What follows belongs to an exercise in optimizing a design on an open flow for small area, a short achievable clock period and few clock cycles per item; a production flow would make more cautious choices. RTL that was checked went through simulation tests only; none was proved equivalent to the original. No activity file was given, so power comes from the tool's default toggle rates.

## run 1
## conv_pair_top
module conv_pair_top (
    input  logic                 clk_i,
    input  logic                 reset_i,
    input  logic                 win_valid_i,
    input  logic [127:0]         win_i,            
    output logic                 credit_o,
    input  logic                 credit_i,
    output logic                 result_valid_o,
    output logic [31:0]          result_o          
);
Size: roughly 660 cells after synthesis, about 170 I/O pins, about 7400 sq um of cells after synthesis.
==> flow/config.mk <==
export PLATFORM = sky130hd
export DESIGN_NAME = conv_pair_top
export DESIGN_NICKNAME = conv_pair_top
export VERILOG_FILES = /design/flow/design.v
export SDC_FILE = /design/flow/constraint.sdc
export NUM_CORES = 4
export LEC_CHECK = 0
export CAP_MARGIN = 20
export CORE_MARGIN = 2
export CORE_UTILIZATION = 55
export CTS_BUF_LIST = sky130_fd_sc_hd__clkbuf_4 sky130_fd_sc_hd__clkbuf_8
export SETUP_SLACK_MARGIN = 5.0
export SLEW_MARGIN = 20
export SYNTH_HIERARCHICAL = 1
export SYNTH_MINIMUM_KEEP_SIZE = 0
==> flow/constraint.sdc <==
create_clock -name core_clock -period 10.0 [get_ports {clk_i}]
set_input_delay 2.0000 -clock core_clock [delete_from_list [all_inputs] [get_ports {clk_i}]]
set_output_delay 2.0000 -clock core_clock [all_outputs]
set_load 0.01 [all_outputs]
standard.sh (not shown) runs the stock make flow with config.mk's settings and CLKGATE_MAP_FILE= SYNTH_SCRIPT=/design/flow/synth_recipe.tcl, a recipe that flattens the netlist after the stock synthesis.
==> flow/flow/run.sh <==
#!/bin/bash
# Standard layout (the standard.sh, all ORFS steps), except that the port buffers are
# buf_1 cells instead of the delay buffers buffer_ports picks by default.
# Each tool's full output is in orfs/logs/; make's own output is in make.log.
set -euo pipefail
bash standard.sh BUFFER_PORTS_ARGS="-buffer_cell sky130_fd_sc_hd__buf_1" finish > make.log 2>&1
Run 1 ran to completion and came out clean on the timing, DRC and antenna checks.
Testbench counts of run 1, summed over its fixed seeds: cycles 968, items 960.
> inputs changed (run 1 -> run 2)
Settings: CORE_UTILIZATION: 55 -> 60.
==> flow/flow/run.sh <==
#!/bin/bash
set -euo pipefail
bash standard.sh SETUP_SLACK_MARGIN=5.3 BUFFER_PORTS_ARGS="-buffer_cell sky130_fd_sc_hd__buf_1" finish > make.log 2>&1
[summary]
- Compared with run 1, run 2 is the more power-hungry design.
- Vias: run 2 above run 1
- The setup slack reported for run 2 is greater than that of run 1 by 0.20 ns.
- Sequential power across run 1 and run 2: no real change.
- Core region area ends up lower on run 2.
- On run 2: count of clock-net buffers in the final layout is 1 lower than what run 1 gave.
- Internal power contribution was lower in the run labelled run 1.
- Row fmax: run 2 higher / run 1 lower
- Count of instances resized after the clock tree is built was lower in run 1 than in run 2.
Edits applied to the flow inputs when going from run 2 to run 3:
Settings: CORE_UTILIZATION changed from 60 to 55.
==> flow/flow/run.sh <==
#!/bin/bash
set -euo pipefail
bash standard.sh SETUP_SLACK_MARGIN=5.6 BUFFER_PORTS_ARGS="-buffer_cell sky130_fd_sc_hd__buf_1" finish > make.log 2>&1
Results
- The run with more setup slack is run 3; run 2 has less.
- Summary of run 3 over run 2: horizontal extent of the die saw an increase, internal reg-to-reg setup slack saw a decrease, die area saw an increase.
### run 3 -> run 4
==> flow/flow/run.sh <==
#!/bin/bash
set -euo pipefail
bash standard.sh SETUP_SLACK_MARGIN=5.3 BUFFER_PORTS_ARGS="-buffer_cell sky130_fd_sc_hd__buf_1" finish > make.log 2>&1
==> results.txt <==
The standard cells in run 4 occupy less silicon area than those in run 3 do.
[compare] base=run 3 new=run 4: number of diodes level; area used by multi-input combinational logic shrank by about 7%; total power draw now smaller.
Compared with run 3, run 4 shows a lower static leakage.
Delta(non-clock buffer contribution to total cell area, run 4 - run 3) < 0
NOTE: routed length on met1 in run 4 falls short of that of run 3
The run showing the greater post-layout minimum cycle time is run 4.
Relative to run 4, the following input files were edited for run 5:
==> flow/flow/run.sh <==
#!/bin/bash
set -euo pipefail
bash standard.sh SETUP_SLACK_MARGIN=5.4 BUFFER_PORTS_ARGS="-buffer_cell sky130_fd_sc_hd__buf_1" finish > make.log 2>&1
==> results.txt <==
In the tables for run 5 and run 4, area growth from synthesis to layout reads higher with run 5.
Compared with run 4, in run 5 met2 usage shows an increase of 0.46 points; non-clock inverter count in the final layout shows no meaningful change; final setup slack of the worst path shows an increase of 0.032 ns.
The transition time at the pin with the least slew margin in run 5 sits 0.082 ns above the value recorded for run 4.
Run 5 falls short of run 4 in final non-filler cell area.

---

Another version of the RTL of conv_pair_top (not shown whole).
For scale: roughly 540 cells after synthesis, roughly 66 flip-flops, roughly 170 I/O pins, about 7400 sq um of cells after synthesis.
clock: 10.0 ns
lec_check: 0
cap_margin: 20
core_margin: 2
core_utilization: 40
slew_margin: 20
synth_hierarchical: 1
synth_minimum_keep_size: 0
==> flow/flow/run.sh <==
#!/bin/bash
# Standard layout, except that the port buffers are buf_2 cells instead of the delay buffers
# buffer_ports picks by default. Each tool's output is in orfs/logs; make's own output in make.log.
set -euo pipefail
bash standard.sh BUFFER_PORTS_ARGS="-buffer_cell sky130_fd_sc_hd__buf_2" finish > make.log 2>&1
==> next run, changes <==
==> flow/flow/run.sh (replaced) <==
#!/bin/bash
# Standard layout (the standard.sh, all ORFS steps), except that the port buffers are
# buf_2 cells instead of the delay buffers buffer_ports picks by default.
# Each tool's full output is in orfs/logs/; make's own output is in make.log.
set -euo pipefail
bash standard.sh BUFFER_PORTS_ARGS="-buffer_cell sky130_fd_sc_hd__buf_2" finish > make.log 2>&1
Settings changed: ABC_CLOCK_PERIOD_IN_PS from default to 4000, SETUP_SLACK_MARGIN from default to 3.5.
Effect:
- The new run produced a clean layout
- worst hold slack got worse by 0.010 ns
- final area rose by a few percent
- synthesized cell count stays the same
No run of this note included a check of the RTL's function; only the layout flow was run.

---

conv_pair_top, a different RTL version from the one above (not shown whole).
Size in the first run: about 74 flip-flops, ~0.0079 mm2 of cells after synthesis.
clock: 10.0 ns
lec_check: 0
cap_margin: 20
core_margin: 2
core_utilization: 40
setup_slack_margin: 3.5
slew_margin: 20
synth_hierarchical: 1
synth_minimum_keep_size: 0
==> flow/flow/run.sh <==
#!/bin/bash
# Standard layout (the standard.sh, all ORFS steps), except that the port buffers are
# buf_2 cells instead of the delay buffers buffer_ports picks by default.
# Each tool's full output is in orfs/logs/; make's own output is in make.log.
set -euo pipefail
bash standard.sh BUFFER_PORTS_ARGS="-buffer_cell sky130_fd_sc_hd__buf_2" finish > make.log 2>&1
The starting point ran to the end with no violations.
Rerun with:
Settings changed: SETUP_SLACK_MARGIN 3.5 to 4.5.
The changed run completed without violations; sequential power barely changes; global-route usage came out higher by 0.64 points; non-clock buffer count came out higher by 20; wire length came out higher by about 6%; setup slack gains 0.20 ns; worst hold slack gains 0.0085 ns; die area stays the same; clock skew barely changes; register-to-register slack stays flat.
Function was not checked in any run of this note: the RTL went through the layout flow alone.

---

conv_pair_top, a different RTL version from the one above (not shown whole).
Size: about 170 I/O pins, about 7400 um2 of cells after synthesis.
==> flow/config.mk <==
export PLATFORM = sky130hd
export DESIGN_NAME = conv_pair_top
export DESIGN_NICKNAME = conv_pair_top
export VERILOG_FILES = /design/flow/design.v
export SDC_FILE = /design/flow/constraint.sdc
export NUM_CORES = 4
export LEC_CHECK = 0
export CAP_MARGIN = 20
export CORE_MARGIN = 2
export CORE_UTILIZATION = 50
export CTS_BUF_LIST = sky130_fd_sc_hd__clkbuf_4 sky130_fd_sc_hd__clkbuf_8
export PLACE_DENSITY = 0.85
export SETUP_SLACK_MARGIN = 5.0
export SLEW_MARGIN = 20
export SYNTH_HIERARCHICAL = 1
export SYNTH_MINIMUM_KEEP_SIZE = 0
==> flow/constraint.sdc <==
create_clock -name core_clock -period 10.0 [get_ports {clk_i}]
set_input_delay 2.0000 -clock core_clock [delete_from_list [all_inputs] [get_ports {clk_i}]]
set_output_delay 2.0000 -clock core_clock [all_outputs]
set_load 0.01 [all_outputs]
==> flow/flow/run.sh <==
#!/bin/bash
set -euo pipefail
bash standard.sh SETUP_SLACK_MARGIN=5.3 BUFFER_PORTS_ARGS="-buffer_cell sky130_fd_sc_hd__buf_1" finish > make.log 2>&1
The baseline produced a clean layout.
Testbench counts at the start, summed over its fixed seeds: cycles 968, items 960.
Change:
==> flow/flow/run.sh (replaced) <==
#!/bin/bash
set -euo pipefail
bash standard.sh SETUP_SLACK_MARGIN=5.4 BUFFER_PORTS_ARGS="-buffer_cell sky130_fd_sc_hd__buf_1" finish > make.log 2>&1
--- a/flow/config.mk
+++ b/flow/config.mk
@@ -12 +12 @@
-export PLACE_DENSITY = 0.85
+export PLACE_DENSITY = 0.75
What happened: Power went up by about 1%. Register-to-register slack gains 190 ps. Synthesized area is unchanged. Fmax went up by about 1.4%. Synthesized cell count does not change. Global-route usage went up by 1.2 points. Critical path depth does not change. Worst setup slack gains 66 ps. Count of clock-buffer cells in the layout went down by 1.
Change:
==> flow/flow/run.sh (replaced) <==
#!/bin/bash
set -euo pipefail
bash standard.sh SETUP_SLACK_MARGIN=5.3 BUFFER_PORTS_ARGS="-buffer_cell sky130_fd_sc_hd__buf_1" finish > make.log 2>&1
--- a/flow/config.mk
+++ b/flow/config.mk
@@ -10 +10 @@
-export CORE_UTILIZATION = 50
+export CORE_UTILIZATION = 60
@@ -12 +12 @@
-export PLACE_DENSITY = 0.75
+export PLACE_DENSITY = 0.7
Power is lower by 1.9%.
Non-clock buffer count went down by 10.
Final area went down by 3.0%.
Sequential power goes down by about 1%.
Cell count shrinks by 4.8%.
Sequential share of layout area increases by 0.76 points.
Die area came out lower by 16%.
Routed wire length came out lower by 3.3%.
Via count is about the same.
Clock skew is about the same.
Clock power climbs by 20%.

---

## middle
Another version of the RTL of conv_pair_top (not shown whole).
For scale: ~710 cells after synthesis, ~74 flip-flops, roughly 170 I/O pins, roughly 7700 um2 of cells after synthesis.
export LEC_CHECK = 0
export CAP_MARGIN = 20
export CORE_MARGIN = 2
export CORE_UTILIZATION = 55
export CTS_BUF_LIST = sky130_fd_sc_hd__clkbuf_4 sky130_fd_sc_hd__clkbuf_8
export SETUP_SLACK_MARGIN = 5.0
export SLEW_MARGIN = 20
export SYNTH_HIERARCHICAL = 1
export SYNTH_MINIMUM_KEEP_SIZE = 0
create_clock -name core_clock -period 10.0 [get_ports {clk_i}]
==> flow/flow/run.sh <==
#!/bin/bash
# Standard layout (the standard.sh, all ORFS steps), except that the port buffers are
# buf_1 cells instead of the delay buffers buffer_ports picks by default.
# Each tool's full output is in orfs/logs/; make's own output is in make.log.
set -euo pipefail
bash standard.sh BUFFER_PORTS_ARGS="-buffer_cell sky130_fd_sc_hd__buf_1" finish > make.log 2>&1
The flow did not stop early for middle: all stages ran, and the layout cleared the timing, DRC and antenna checks.
### middle -> south
==> flow/flow/run.sh <==
#!/bin/bash
set -euo pipefail
bash standard.sh SETUP_SLACK_MARGIN=5.3 BUFFER_PORTS_ARGS="-buffer_cell sky130_fd_sc_hd__buf_1" finish > make.log 2>&1
--- outcome ---
Compared south against middle; clock buffer and inverter area fraction after layout within noise. Per the comparison of south with middle, time the final worst path needs with I/O delays and setup fell 0.17 ns, utilization went up, layout overhead on the synthesized area went up 1.4 points. Summary — met3 layer wire length in the routed design, south relative to middle: higher, by 7.8%. Core area came out exactly the same in middle and south. Comparing the two runs side by side, south comes out behind middle on total design power. middle and south ended up with nearly the same share of total power consumed by net switching. On post-route clock skew, middle and south are basically level.
No functional check of the RTL was part of any run of this note.

-- afterwards: timing with drivers on the ports --
The results above use ideal ports. As a check the final layouts listed here were re-extracted and re-timed, cells and wires unchanged.
Step 1 sets driving cells, clkbuf_16 on the clock port and buf_2 on the other inputs (assumed; they add their load-dependent delay and slew).
Step 2 adds t to the input delays and takes it off the output delays; t is the mean of the earliest and latest rising clock arrival at the registers after step 1. Input paths then give back, and output paths get back, about the clock's delay inside the block.
a / b / c = no drivers / after step 1 / after step 2; a / b = the first two.
| run | t, ns | slack for setup (ns) | slew at the worst register clock pin (ns) | pins driven straight from the clock port |
|---|---|---|---|---|
| run 1 | 0.383 | 5.176 / 5.187 / 4.804 | 0.08 / 0.08 | 1 |
| run 2 | 0.372 | 5.379 / 5.364 / 4.991 | 0.08 / 0.08 | 1 |
| run 3 | 0.390 | 5.428 / 5.420 / 5.030 | 0.08 / 0.08 | 1 |
| run 4 | 0.391 | 5.353 / 5.364 / 4.974 | 0.08 / 0.08 | 1 |
| run 5 | 0.389 | 5.385 / 5.390 / 5.001 | 0.08 / 0.08 | 1 |
| the first run of note 2 | 0.368 | 2.742 / 2.758 / 2.390 | 0.05 / 0.05 | 1 |
| the second run of note 2 | 0.364 | 3.640 / 3.626 / 3.262 | 0.05 / 0.05 | 1 |
| the first run of note 3 | 0.361 | 3.683 / 3.696 / 3.334 | 0.06 / 0.06 | 1 |
| the second run of note 3 | 0.358 | 3.882 / 3.880 / 3.522 | 0.06 / 0.06 | 1 |
| the first run of note 4 | 0.382 | 5.395 / 5.405 / 5.023 | 0.08 / 0.08 | 1 |
| the second run of note 4 | 0.384 | 5.461 / 5.437 / 5.053 | 0.08 / 0.08 | 1 |
| the third run of note 4 | 0.381 | 5.391 / 5.403 / 5.022 | 0.08 / 0.08 | 1 |
| middle | 0.387 | 5.238 / 5.250 / 4.863 | 0.08 / 0.08 | 1 |
| south | 0.387 | 5.406 / 5.412 / 5.025 | 0.08 / 0.08 | 1 |
After both steps every run listed still meets setup and hold. For the second run of note 4, which loses most, drivers alone change the setup slack by -0.024 ns; drivers and shift together by -0.408 ns.
